This is an optimization exercise on Yosys and OpenROAD, whose aim is a short achievable clock period and few clock cycles, not a production implementation. The RTL was checked by simulation tests, not by an equivalence proof against the original design. Power figures rest on the tool's default switching activity, not on a simulated workload.

File: flow/design.v
package mips_isa_pkg;
	localparam int data_w     = 32;
	localparam int reg_addr_w = 5;
	localparam int imm_w      = 16;
	localparam int jidx_w     = 26;   
	localparam logic [data_w-1:0] pc_step  = 32'd4;
	localparam logic [data_w-1:0] reset_pc = 32'h0000_0000;
	typedef enum logic [5:0] {
		RTYPE = 6'b000000,
		J     = 6'b000010,
		BEQ   = 6'b000100,
		BNE   = 6'b000101,
		ADDI  = 6'b001000,
		ADDIU = 6'b001001,
		LW    = 6'b100011,
		SW    = 6'b101011
	} opcode_t;
	typedef enum logic [5:0] {
		ADD  = 6'b100000,
		ADDU = 6'b100001,
		SUB  = 6'b100010,
		SUBU = 6'b100011,
		AND  = 6'b100100,
		OR   = 6'b100101,
		SLT  = 6'b101010
	} funct_t;   
endpackage
package mips_pipe_pkg;
	typedef enum logic [2:0] {
		ALU_ADD,
		ALU_SUB,
		ALU_AND,
		ALU_OR,
		ALU_SLT
	} alu_op_t;
	typedef enum logic [1:0] {
		FWD_NONE,
		FWD_WB,
		FWD_MEM
	} fwd_sel_t;
	typedef struct packed {
		logic    regwrite;
		logic    memtoreg;
		logic    memwrite;
		logic    memread;     
		logic    branch;
		logic    branch_ne;   
		logic    jump;
		logic    alusrc;      
		logic    regdst;      
		alu_op_t alu_op;
	} ctrl_t;
	localparam ctrl_t ctrl_bubble = 12'd0;
endpackage
`timescale 1ns/10ps
module register_file (
	input  logic        clk,
	input  logic [4:0]  rd_addr_a,
	input  logic [4:0]  rd_addr_b,
	output logic [31:0] rd_data_a,
	output logic [31:0] rd_data_b,
	input  logic [4:0]  wr_addr,    
	input  logic [31:0] wr_data
);
	logic [31:0] regs [32];
	always_ff @(posedge clk) begin
		if (wr_addr != 5'd0)
			regs[wr_addr] <= wr_data;
	end
	assign rd_data_a = regs[rd_addr_a];
	assign rd_data_b = regs[rd_addr_b];
endmodule
`timescale 1ns/10ps
module ks_add #(
	parameter int W = 32
) (
	input  logic [W-1:0] a,
	input  logic [W-1:0] b,
	input  logic         cin,
	output logic [W-1:0] s,
	output logic         cout
);
	localparam int L = (W > 16) ? 5 : (W > 8) ? 4 : (W > 4) ? 3 : (W > 2) ? 2 : 1;   
	logic [W-1:0] p;
	logic [W-1:0] g [L+1];
	logic [W-1:0] q [L+1];   
	ks_p #(.W(W)) u_p (
		.a (a),
		.b (b),
		.p (p)
	);
	ks_g #(.W(W)) u_g (
		.a   (a),
		.b   (b),
		.cin (cin),
		.g   (g[0])
	);
	assign q[0] = {p[W-1:1], 1'b0};   
	for (genvar l = 0; l < L; l++) begin : g_lvl
		ks_lvl #(.W(W), .D(1 << l)) u_lvl (
			.gi (g[l]),
			.qi (q[l]),
			.go (g[l+1]),
			.qo (q[l+1])
		);
	end
	ks_p #(.W(W)) u_s (
		.a (p),
		.b ({g[L][W-2:0], cin}),
		.p (s)
	);
	assign cout = g[L][W-1];
endmodule
module ks_p #(
	parameter int W = 32
) (
	input  logic [W-1:0] a,
	input  logic [W-1:0] b,
	output logic [W-1:0] p
);
	assign p = a ^ b;
endmodule
module ks_g #(
	parameter int W = 32
) (
	input  logic [W-1:0] a,
	input  logic [W-1:0] b,
	input  logic         cin,
	output logic [W-1:0] g
);
	assign g[W-1:1] = a[W-1:1] & b[W-1:1];
	assign g[0]     = (a[0] & b[0]) | (a[0] & cin) | (b[0] & cin);
endmodule
module ks_lvl #(
	parameter int W = 32,
	parameter int D = 1
) (
	input  logic [W-1:0] gi,
	input  logic [W-1:0] qi,
	output logic [W-1:0] go,
	output logic [W-1:0] qo
);
	for (genvar i = 0; i < W; i++) begin : g_bit
		if (i >= D) begin : g_op
			assign go[i] = gi[i] | (qi[i] & gi[i-D]);
			assign qo[i] = qi[i] & qi[i-D];
		end else begin : g_pass
			assign go[i] = gi[i];
			assign qo[i] = qi[i];
		end
	end
endmodule
module mux2v #(
	parameter int W = 32
) (
	input  logic         s,
	input  logic [W-1:0] a,
	input  logic [W-1:0] b,
	output logic [W-1:0] y
);
	assign y = s ? a : b;
endmodule
module mux4h #(
	parameter int W = 32
) (
	input  logic [3:0]   s,
	input  logic [W-1:0] d0,
	input  logic [W-1:0] d1,
	input  logic [W-1:0] d2,
	input  logic [W-1:0] d3,
	output logic [W-1:0] y,
	output logic [W-1:0] yn
);
	assign y  = ({W{s[0]}} & d0) | ({W{s[1]}} & d1) | ({W{s[2]}} & d2) | ({W{s[3]}} & d3);
	assign yn = ~y;
endmodule
module eq_cmp #(
	parameter int W = 32
) (
	input  logic [W-1:0] a,
	input  logic [W-1:0] b,
	output logic         eq
);
	assign eq = a == b;
endmodule
module alu_res (
	input  logic        op_add,
	input  logic        op_and,
	input  logic        op_or,
	input  logic        op_slt,
	input  logic [31:0] sum,
	input  logic        cout,       
	input  logic        sgn,        
	input  logic [31:0] a,
	input  logic [31:0] b,
	output logic [31:0] res,
	output logic [31:0] res_n
);
	logic        slt;
	logic [31:0] other;
	assign slt   = sgn ^ cout;
	assign other = ({32{op_and}} & (a & b)) | ({32{op_or}} & (a | b)) | {31'd0, op_slt & slt};
	assign res   = op_add ? sum : other;
	assign res_n = ~res;
endmodule
module inc_add #(
	parameter int W = 30
) (
	input  logic [W-1:0] a,
	output logic [W-1:0] s
);
	logic [W-1:0] c;
	assign c[0] = 1'b1;
	for (genvar i = 1; i < W; i++) begin : g_c
		assign c[i] = &a[i-1:0];
	end
	assign s = a ^ c;
endmodule
module mp_sel (
	input  logic eq_rr,
	input  logic eq_mr,
	input  logic eq_rm,
	input  logic sa_mem,
	input  logic ss_mem,
	input  logic br,
	input  logic kill,
	input  logic nk,
	input  logic hi_mis,
	output logic mp
);
	logic eq;
	assign eq = sa_mem ? (ss_mem || eq_mr) : (ss_mem ? eq_rm : eq_rr);
	assign mp = br && !kill && ((eq != nk) || hi_mis);
endmodule
module ff1 (
	input  logic clk,
	input  logic d,
	output logic q
);
	always_ff @(posedge clk) q <= d;
endmodule
`timescale 1ns/10ps
module mips_core (
	input  logic        clk,
	input  logic        rst,
	output logic [31:0] pc,
	input  logic [31:0] instr,
	output logic        memwrite,
	output logic [31:0] memaddr,
	output logic [31:0] memwritedata,
	input  logic [31:0] memreaddata
);
	logic        ex_br;         
	logic        ex_nk;         
	logic        ex_pred;
	logic [31:0] ex_pc;         
	logic        ex_hi_mis;     
	logic [31:0] ex_pc4;        
	logic [15:0] ex_off;        
	logic        ex_load;
	logic        ex_store;
	logic [4:0]  ex_dst;
	logic        ex_sub;        
	logic        ex_op_and;
	logic        ex_op_or;
	logic        ex_op_slt;
	logic        ex_op_add;     
	logic [31:0] ex_a;          
	logic [31:0] ex_b;          
	logic [31:0] ex_bn;         
	logic        ex_sb_mp, ex_sb_mn, ex_sb_rp, ex_sb_rn;
	logic [31:0] ex_sd;         
	logic        ex_sa_mem, ex_ss_mem;   
	logic        ex_kill;       
	logic [31:0] mem_res;
	logic [31:0] mem_res_n;     
	logic [31:0] mem_sd;
	logic        mem_store;
	logic        mem_load;
	logic [4:0]  mem_dst;
	logic [31:0] wb_val;
	logic [4:0]  wb_dst;
	logic        stall;
	logic        mispredict;
	logic [31:0] pc4;
	logic [5:0]  f_op;
	logic        f_j;
	logic        f_br;
	logic        f_bpred;
	logic [7:0]  f_lo;
	logic        f_take;        
	logic [31:0] f_jtarget;
	logic        f_use_bt;
	logic [31:0] f_other;
	logic [31:0] f_next;
	assign f_op = instr[31:26];
	assign f_j  = f_op == 6'b000010;
	assign f_br = f_op[5:1] == 5'b00010;
	assign f_bpred = (instr[25:21] == instr[20:16]) ? !f_op[0] : (instr[15] || f_op[0]);
	inc_add #(.W(30)) f_inc (
		.a (pc[31:2]),
		.s (pc4[31:2])
	);
	assign pc4[1:0] = pc[1:0];
	ks_add #(.W(8)) f_add (
		.a    (pc[9:2]),
		.b    (instr[7:0]),
		.cin  (1'b1),
		.s    (f_lo),
		.cout ()
	);
	logic f_nopred;
	always_ff @(posedge clk) begin
		if (rst)
			f_nopred <= 1'b0;
		else if (!stall)
			f_nopred <= mispredict && ex_hi_mis;
	end
	assign f_take    = f_bpred && !f_nopred;
	assign f_jtarget = {pc4[31:28], instr[25:0], 2'b00};
	assign f_other  = stall ? pc : f_j ? f_jtarget : pc4;
	assign f_use_bt = !stall && !f_j && f_br && f_take;
	assign f_next   = {f_other[31:10], f_use_bt ? f_lo : f_other[9:2], pc[1:0]};
	logic [31:0] pc_d;
	mux2v #(.W(16)) f_msel_lo (
		.s (mispredict),
		.a (x_alt[15:0]),
		.b (f_next[15:0]),
		.y (pc_d[15:0])
	);
	mux2v #(.W(16)) f_msel_hi (
		.s (mispredict_hi),
		.a (x_alt[31:16]),
		.b (f_next[31:16]),
		.y (pc_d[31:16])
	);
	always_ff @(posedge clk) begin
		if (rst)
			pc <= 32'd0;
		else
			pc <= pc_d;
	end
	logic [5:0]  d_op;
	logic [5:0]  d_fn;
	logic [4:0]  d_rs, d_rt, d_rd;
	logic        d_rtype, d_addi, d_load, d_store, d_br;
	logic        d_fadd, d_fsub, d_fand, d_for, d_fslt;
	logic [4:0]  d_dst;
	logic        d_use_rs, d_use_rt;
	logic [31:0] d_ra, d_rb;
	assign d_op = instr[31:26];
	assign d_fn = instr[5:0];
	assign d_rs = instr[25:21];
	assign d_rt = instr[20:16];
	assign d_rd = instr[15:11];
	assign d_rtype = d_op == 6'b000000;
	assign d_addi  = d_op[5:1] == 5'b00100;
	assign d_load  = d_op == 6'b100011;
	assign d_store = d_op == 6'b101011;
	assign d_br    = d_op[5:1] == 5'b00010;
	assign d_fadd  = d_rtype && d_fn[5:1] == 5'b10000;
	assign d_fsub  = d_rtype && d_fn[5:1] == 5'b10001;
	assign d_fand  = d_rtype && d_fn == 6'b100100;
	assign d_for   = d_rtype && d_fn == 6'b100101;
	assign d_fslt  = d_rtype && d_fn == 6'b101010;
	always_comb begin
		if (d_fadd || d_fsub || d_fand || d_for || d_fslt)
			d_dst = d_rd;
		else if (d_addi || d_load)
			d_dst = d_rt;
		else
			d_dst = 5'd0;
	end
	assign d_use_rs = d_rtype || d_addi || d_load || d_store || d_br;
	assign d_use_rt = d_rtype || d_store || d_br;
	assign stall = ex_load && !ex_kill && ex_dst != 5'd0 &&
		((d_use_rs && ex_dst == d_rs) || (d_use_rt && ex_dst == d_rt));
	register_file rf0 (
		.clk       (clk),
		.rd_addr_a (d_rs),
		.rd_addr_b (d_rt),
		.rd_data_a (d_ra),
		.rd_data_b (d_rb),
		.wr_addr   (wb_dst),
		.wr_data   (wb_val)
	);
	always_ff @(posedge clk) begin
		if (rst || stall) begin
			ex_br    <= 1'b0;
			ex_load  <= 1'b0;
			ex_store <= 1'b0;
			ex_dst   <= 5'd0;
		end else begin
			ex_br    <= d_br;
			ex_load  <= d_load;
			ex_store <= d_store;
			ex_dst   <= d_dst;
		end
	end
	always_ff @(posedge clk) begin
		if (rst)
			ex_kill <= 1'b0;
		else
			ex_kill <= mispredict;
	end
	logic        d_sub, d_alusrc;
	logic        d_fa_mem, d_fa_wb, d_fb_mem, d_fb_wb;
	logic [31:0] d_wb_next, d_a, d_b;
	assign d_sub     = d_fsub || d_fslt;
	assign d_alusrc  = !d_rtype && !d_br;
	assign d_fa_mem  = d_rs != 5'd0 && !ex_kill && ex_dst == d_rs;
	assign d_fa_wb   = d_rs != 5'd0 && mem_dst == d_rs;
	assign d_fb_mem  = d_rt != 5'd0 && !ex_kill && ex_dst == d_rt;
	assign d_fb_wb   = d_rt != 5'd0 && mem_dst == d_rt;
	assign d_wb_next = mem_load ? memreaddata : mem_res;
	logic        d_wt_a, d_wt_b;
	logic [31:0] d_bn, d_bx;
	assign d_wt_a = d_rs != 5'd0 && wb_dst == d_rs && !d_fa_wb;
	assign d_wt_b = d_rt != 5'd0 && wb_dst == d_rt && !d_fb_wb;
	mux4h #(.W(32)) d_amux (
		.s  ({1'b0, d_fa_wb, d_wt_a, d_rs != 5'd0 && !d_fa_wb && !d_wt_a}),
		.d0 (d_ra),
		.d1 (wb_val),
		.d2 (d_wb_next),
		.d3 (32'd0),
		.y  (d_a),
		.yn ()
	);
	mux4h #(.W(32)) d_bmux (
		.s  ({1'b0, d_fb_wb, d_wt_b, d_rt != 5'd0 && !d_fb_wb && !d_wt_b}),
		.d0 (d_rb),
		.d1 (wb_val),
		.d2 (d_wb_next),
		.d3 (32'd0),
		.y  (d_b),
		.yn (d_bn)
	);
	mux4h #(.W(32)) d_bxmux (
		.s  ({d_alusrc, d_fb_wb && !d_alusrc, d_wt_b && !d_alusrc,
		      d_rt != 5'd0 && !d_fb_wb && !d_wt_b && !d_alusrc}),
		.d0 (d_rb),
		.d1 (wb_val),
		.d2 (d_wb_next),
		.d3 ({{16{instr[15]}}, instr[15:0]}),
		.y  (d_bx),
		.yn ()
	);
	logic [7:0] d_tlo;
	logic       d_tc, d_hi_same;
	ks_add #(.W(8)) d_tadd (
		.a    (pc4[9:2]),
		.b    (instr[7:0]),
		.cin  (1'b0),
		.s    (d_tlo),
		.cout (d_tc)
	);
	assign d_hi_same = d_tc ? (instr[15:8] == 8'hff) : (instr[15:8] == 8'h00);
	always_ff @(posedge clk) begin
		ex_nk     <= d_op[0] ^ f_take;
		ex_hi_mis <= f_take && !d_hi_same;
		ex_pred   <= f_take;
		ex_pc4    <= pc4;
		ex_pc     <= pc;
		ex_off    <= instr[15:0];
		ex_sub    <= d_sub;
		ex_op_and <= d_fand;
		ex_op_or  <= d_for;
		ex_op_slt <= d_fslt;
		ex_op_add <= !(d_fand || d_for || d_fslt);
		ex_a      <= d_a;
		ex_b      <= d_bx;
		ex_bn     <= d_bn;
		ex_sb_mp  <= !d_alusrc && !d_sub && d_fb_mem;
		ex_sb_mn  <= !d_alusrc && d_sub && d_fb_mem;
		ex_sb_rp  <= d_alusrc || (!d_sub && !d_fb_mem);
		ex_sb_rn  <= !d_alusrc && d_sub && !d_fb_mem;
		ex_sd     <= d_b;
		ex_sa_mem <= d_fa_mem;
		ex_ss_mem <= d_fb_mem;
	end
	logic [31:0] x_a, x_b, x_sd, x_sum, x_res;
	logic        x_cout;
	logic [31:0] x_res_n;
	logic       ex_sa_mem_hi;
	logic [3:0] ex_sb_hi;
	ff1 x_sa_hi (.clk(clk), .d(d_fa_mem), .q(ex_sa_mem_hi));
	ff1 x_sb_hi0 (.clk(clk), .d(!d_alusrc && !d_sub && d_fb_mem), .q(ex_sb_hi[0]));
	ff1 x_sb_hi1 (.clk(clk), .d(!d_alusrc && d_sub && d_fb_mem), .q(ex_sb_hi[1]));
	ff1 x_sb_hi2 (.clk(clk), .d(d_alusrc || (!d_sub && !d_fb_mem)), .q(ex_sb_hi[2]));
	ff1 x_sb_hi3 (.clk(clk), .d(!d_alusrc && d_sub && !d_fb_mem), .q(ex_sb_hi[3]));
	mux2v #(.W(16)) x_amux_lo (
		.s (ex_sa_mem),
		.a (mem_res[15:0]),
		.b (ex_a[15:0]),
		.y (x_a[15:0])
	);
	mux2v #(.W(16)) x_amux_hi (
		.s (ex_sa_mem_hi),
		.a (mem_res[31:16]),
		.b (ex_a[31:16]),
		.y (x_a[31:16])
	);
	mux4h #(.W(16)) x_bmux_lo (
		.s  ({ex_sb_rn, ex_sb_rp, ex_sb_mn, ex_sb_mp}),
		.d0 (mem_res[15:0]),
		.d1 (mem_res_n[15:0]),
		.d2 (ex_b[15:0]),
		.d3 (ex_bn[15:0]),
		.y  (x_b[15:0]),
		.yn ()
	);
	mux4h #(.W(16)) x_bmux_hi (
		.s  (ex_sb_hi),
		.d0 (mem_res[31:16]),
		.d1 (mem_res_n[31:16]),
		.d2 (ex_b[31:16]),
		.d3 (ex_bn[31:16]),
		.y  (x_b[31:16]),
		.yn ()
	);
	mux2v #(.W(32)) x_sdmux (
		.s (ex_ss_mem),
		.a (mem_res),
		.b (ex_sd),
		.y (x_sd)
	);
	ks_add #(.W(32)) x_add (
		.a    (x_a),
		.b    (x_b),
		.cin  (ex_sub),
		.s    (x_sum),
		.cout (x_cout)
	);
	alu_res x_rmux (
		.op_add (ex_op_add),
		.op_and (ex_op_and),
		.op_or  (ex_op_or),
		.op_slt (ex_op_slt),
		.sum    (x_sum),
		.cout   (x_cout),
		.sgn    (x_a[31] ^ x_b[31]),
		.a      (x_a),
		.b      (x_b),
		.res    (x_res),
		.res_n  (x_res_n)
	);
	logic [31:0] x_btarget, x_alt;
	ks_add #(.W(30)) x_badd (
		.a    (ex_pc4[31:2]),
		.b    ({{14{ex_off[15]}}, ex_off}),
		.cin  (1'b0),
		.s    (x_btarget[31:2]),
		.cout ()
	);
	assign x_btarget[1:0] = ex_pc4[1:0];
	assign x_alt = ex_hi_mis ? ex_pc : ex_pred ? ex_pc4 : x_btarget;
	logic x_eq_rr, x_eq_mr, x_eq_rm;
	eq_cmp #(.W(32)) x_cmp_rr (
		.a  (ex_a),
		.b  (ex_sd),
		.eq (x_eq_rr)
	);
	eq_cmp #(.W(32)) x_cmp_mr (
		.a  (mem_res),
		.b  (ex_sd),
		.eq (x_eq_mr)
	);
	eq_cmp #(.W(32)) x_cmp_rm (
		.a  (ex_a),
		.b  (mem_res),
		.eq (x_eq_rm)
	);
	logic mispredict_hi;
	mp_sel x_mp_lo (
		.eq_rr  (x_eq_rr),
		.eq_mr  (x_eq_mr),
		.eq_rm  (x_eq_rm),
		.sa_mem (ex_sa_mem),
		.ss_mem (ex_ss_mem),
		.br     (ex_br),
		.kill   (ex_kill),
		.nk     (ex_nk),
		.hi_mis (ex_hi_mis),
		.mp     (mispredict)
	);
	mp_sel x_mp_hi (
		.eq_rr  (x_eq_rr),
		.eq_mr  (x_eq_mr),
		.eq_rm  (x_eq_rm),
		.sa_mem (ex_sa_mem),
		.ss_mem (ex_ss_mem),
		.br     (ex_br),
		.kill   (ex_kill),
		.nk     (ex_nk),
		.hi_mis (ex_hi_mis),
		.mp     (mispredict_hi)
	);
	always_ff @(posedge clk) begin
		if (rst) begin
			mem_store <= 1'b0;
			mem_load  <= 1'b0;
			mem_dst   <= 5'd0;
		end else begin
			mem_store <= ex_store && !ex_kill;
			mem_load  <= ex_load && !ex_kill;
			mem_dst   <= ex_kill ? 5'd0 : ex_dst;
		end
	end
	always_ff @(posedge clk) begin
		mem_res   <= x_res;
		mem_res_n <= x_res_n;
		mem_sd    <= x_sd;
	end
	assign memwrite     = mem_store;
	assign memaddr      = mem_res;
	assign memwritedata = mem_sd;
	always_ff @(posedge clk) begin
		if (rst)
			wb_dst <= 5'd0;
		else
			wb_dst <= mem_dst;
	end
	always_ff @(posedge clk) begin
		wb_val <= mem_load ? memreaddata : mem_res;
	end
endmodule
File: flow/standard.sh
#!/bin/bash
# synth_recipe.tcl (not shown) runs the flow's synth.tcl, then flattens the netlist and writes it again
# the make line also repeats each setting of config.mk as NAME=value (left out here)
make -C /OpenROAD-flow-scripts/flow DESIGN_CONFIG=/design/flow/config.mk WORK_HOME=/design/flow/orfs CLKGATE_MAP_FILE= SYNTH_SCRIPT=/design/flow/synth_recipe.tcl "${@:-finish}"
File: flow/config.mk
export PLATFORM = sky130hd
export DESIGN_NAME = mips_core
export DESIGN_NICKNAME = mips_core
export VERILOG_FILES = /design/flow/design.v
export SDC_FILE = /design/flow/constraint.sdc
export NUM_CORES = 4
export LEC_CHECK = 0
export CAP_MARGIN = 20
export CORE_MARGIN = 2
export CORE_UTILIZATION = 60
export SLEW_MARGIN = 20
export SYNTH_HIERARCHICAL = 1
export SYNTH_MINIMUM_KEEP_SIZE = 0
File: flow/constraint.sdc
create_clock -name core_clock -period 9.0 [get_ports {clk}]
set_input_delay 1.8000 -clock core_clock [delete_from_list [all_inputs] [get_ports {clk}]]
set_output_delay 1.8000 -clock core_clock [all_outputs]
set_load 0.01 [all_outputs]
File: flow/flow/run.sh
#!/bin/bash
set -euo pipefail
bash standard.sh SETUP_SLACK_MARGIN=6 TNS_END_PERCENT=100 finish > standard.log 2>&1
==> flow_metrics.py <==
metrics = {
    "grt": {
        "total_overflow_reported_by_the_global_router": 0,
        "grt_start_max_net_pins": 97,
        "first_global_vias": 52900,
        "first_pass_grt_wire_length_um": 372000,
        "groute.usage.overall_pct": 41.3,
        "number_of_antenna_violations_at_the_first_check_in_global_routing": 5,
    },
    "worst_setup_path": {
        "cp.arrival_ns": 3.90,
        "r2r_start": "pc[2]",
        "cpMaxStageDelayCell": "sky130_fd_sc_hd__mux2_4",
        "crit_chain": "buf_12, and4b_1, a22o_1, and4_4, o211ai_4, buf_6, buf_12, mux2_4, mux2_4, nor2b_1",
        "worst_r2r_path_depth": 11,
        "critPathMaxFanout": 10,
        "required_ns": 9.66,
        "cp_top_family": "multiplexers",
        "capture_instance_of_the_worst_register_to_register_path": "pc[17]",
        "critical-path-max-stage-delay_ns": 0.30,
        "crit_buf_inv": 3,
        "setup.worst_path.end_class": "flip-flop",
        "rrSetupSlack_ns": 5.95,
        "start_kind": "primary input",
        "critical_path_class": "in -> reg",
    },
    "detailed_routing": {
        "routed_wl_um": 272000,
        "firstDrtPassIters": 7,
        "detailedRoute.firstIterationViolations": 8234,
        "drc_errors": 0,
        "ant_nets": 0,
        "routedWlPerCell_um": 33.8,
        "detailroute.via_count": 55400,
        "via_per_instance_ratio": 6.89,
    },
    "sta": {
        "worstMarginPinSlew_ns": 1.11,
        "finalSetupTns_ns": 0,
        "clock_skew_ns": 0.0250,
        "setup_violations": 0,
        "final_critical_path_setup_slack_ns": 5.76,
        "timing_max_transition_violations_final": 0,
        "rsz0062_at_grt": "true",
        "finalCriticalPeriod_ns": 3.24,
        "hold_viol_final": 0,
        "clock.fmax_mhz": 309,
        "normalized_max_slew_margin_pct": 25.8,
        "layout_worst_path_cycle_share_pct": 36.0,
    },
    "clocking": {
        "htreeDepth": 4,
        "cts_root_buffer": "sky130_fd_sc_hd__clkbuf_16",
        "tritoncts_clock_tree": "done",
        "cts_made_buffers": 153,
        "worstSkewPairLatency_ns": 0.81,
        "clock_tree.buffer_depth": 3,
        "cts.reportedPaths.clkPinSlew_ns": 0.06,
        "cts.sinks": 1431,
    },
    "min_path": {
        "whs_endpoint": "ex_pc[30]",
        "hold_path.startpoint": "pc[30]",
        "hold-path-cell-count": 0,
        "hold_path_class": "reg -> reg",
    },
    "power": {
        "p_leak_nw": 35.4,
        "cellPowerDensity_nw_per_um2": 220,
        "worst_ir_drop_vdd_mv": 0.274,
        "power_mw": 19.2,
    },
    "final_layout": {
        "num-fill-cells": 8317,
        "finish.net_count": 6363,
        "final_core_utilization_pct": 72.1,
        "finalInstanceArea_um2": 87500,
        "final_layout_size_suffix_gt1_share_pct": 23.6,
        "layout_commonest_cell": "sky130_fd_sc_hd__mux2i_1",
        "synthToLayoutAreaGrowth_pct": 19.7,
        "leading_cell_types_in_the_layout_fill_and_taps_excluded": "sky130_fd_sc_hd__mux2i_1 (1048), sky130_fd_sc_hd__edfxtp_1 (1024), sky130_fd_sc_hd__a22oi_1 (370)",
    },
    "place": {
        "finalWeightedCongestion": 0.949,
        "dpl_worst_slack_ns": 3.22,
        "place_area_um2": 76500,
        "buffer_ports.inserted": 162,
        "place.detailed.hpwl_um": 148000,
    },
    "run_status": {
        "outcome": "timing/DRC/antenna clean",
    },
    "synthesis": {
        "yosysWarningCount": 21,
        "post_synth_inst_count": 5895,
        "syn-cell-area_um2": 73100,
        "syn_avg_cell_area_um2": 12.4,
    },
    "run": {
        "maxCapViolations": 0,
    },
    "floorplan": {
        "die_w_um": 353,
        "start_util_pct": 60.3,
        "die_y_um": 353,
        "io_pins": 163,
        "rows": 128,
        "fp.coreArea_um2": 121000,
        "floorplan.die_area_um2": 125000,
    },
}
==> timing repair <==
| action | CTS | global route |
|---|---|---|
| pin swaps | 65 | 71 |
| hold buffers | 0 | 0 |
| hold endpoints to repair | 0 | 0 |
| endpoints found under the setup margin | 329 | 286 |
| gates cloned | 49 | 24 |
| gates resized for setup | 942 | 221 |
| setup buffers | 173 | 60 |
==> worst max path at each step <==
stage / cells past startpoint / endpoint / startpoint / slack [ns]
6_report: 10 / pc[12] / instr[26] / 5.76
5_1_grt: 10 / pc[12] / instr[27] / 5.74
4_1_cts: 1 / pc[28] / pc[28] / 5.84
2_1_floorplan: 10 / pc[20] / instr[26] / 5.10
3_3_place_gp: 9 / ex_bn[24] / instr[16] / 3.29
3_5_place_dp: 10 / ex_a[24] / instr[23] / 3.22
==> metal layers <==
layer | up-vias | GRT usage, % | wire length [µm] | share of wire (%)
met1 | 27400 | 55.7 | 103000 | 38
li1 | 23100 | - | - | -
met5 | - | 0 | 13 | 0.0048
met2 | 4012 | 61.9 | 119000 | 44
met4 | 2 | 23.9 | 17700 | 6.5
met3 | 841 | 8.97 | 33300 | 12
==> flip-flops by register name, indices dropped and copies added (netlist names), 5 cells and up <==
name,flops
ex_a,32
ex_b,32
ex_bn,32
ex_dst,5
ex_off,16
ex_pc,30
ex_pc4,32
ex_sd,32
mem_dst,5
mem_res,32
mem_res_n,32
mem_sd,32
pc,32
rf0.regs,1024
wb_dst,5
wb_val,32
==> cell type report <==
class,instances,area (µm²),share of cell area (%)
inverters,10,37.5,0.0429
well taps,1625,2030,2.32
diodes,2,5.00,0.00572
multi-input cells,4119,33900,38.8
clock inverters,65,684,0.782
clock buffers,216,4370,4.99
repair buffers,577,7230,8.26
flip-flops and latches,1431,39200,44.8
==> where the power goes <==
part / total [mW] / switching [mW] / internal [mW] / leakage [nW]
clock: 6.41 / 2.72 / 3.69 / 2.48
combinational: 3.95 / 2.49 / 1.46 / 20.3
sequential: 8.86 / 0.675 / 8.19 / 12.7
==> stage by stage <==
| step | hold WS (ns) | instances |
|---|---|---|
| after floorplan | 0.348 | 6003 |
| after global placement | 0.356 | 7454 |
| after detailed placement | 0.359 | 7456 |
| after CTS | 0.426 | 7959 |
| after global routing | 0.430 | 8043 |
| final | 0.425 | 8045 |
Testbench counts, summed over its fixed seeds: cycles 26,129.

-- afterwards: timing with drivers on the ports --
In the flow no input, the clock included, has a driving cell. The finished layout below was timed again as built, in two steps.
Step 1 (the two cells are an assumption about what drives the block):
set clk [get_ports {clk}]
set_driving_cell -lib_cell sky130_fd_sc_hd__clkbuf_16 $clk
set_driving_cell -lib_cell sky130_fd_sc_hd__buf_2 [delete_from_list [all_inputs] $clk]
Step 2, shift: input delay + t, output delay - t, t = (earliest + latest rising clock arrival at the registers) / 2. This alone moves slack from input paths to output paths.
Slacks: ideal ports / drivers / drivers and shift; pairs: ideal ports / drivers.
t, ns: 0.885
slack for setup (ns): 5.764 / 5.703 / 4.818
hold slack, ns: 0.425 / 0.425 / 0.425
slew at the worst register clock pin (ns): 0.07 / 0.07
After both steps this run still meets setup and hold. The setup slack of this run moves by -0.061 ns with the drivers and by -0.946 ns with both steps.
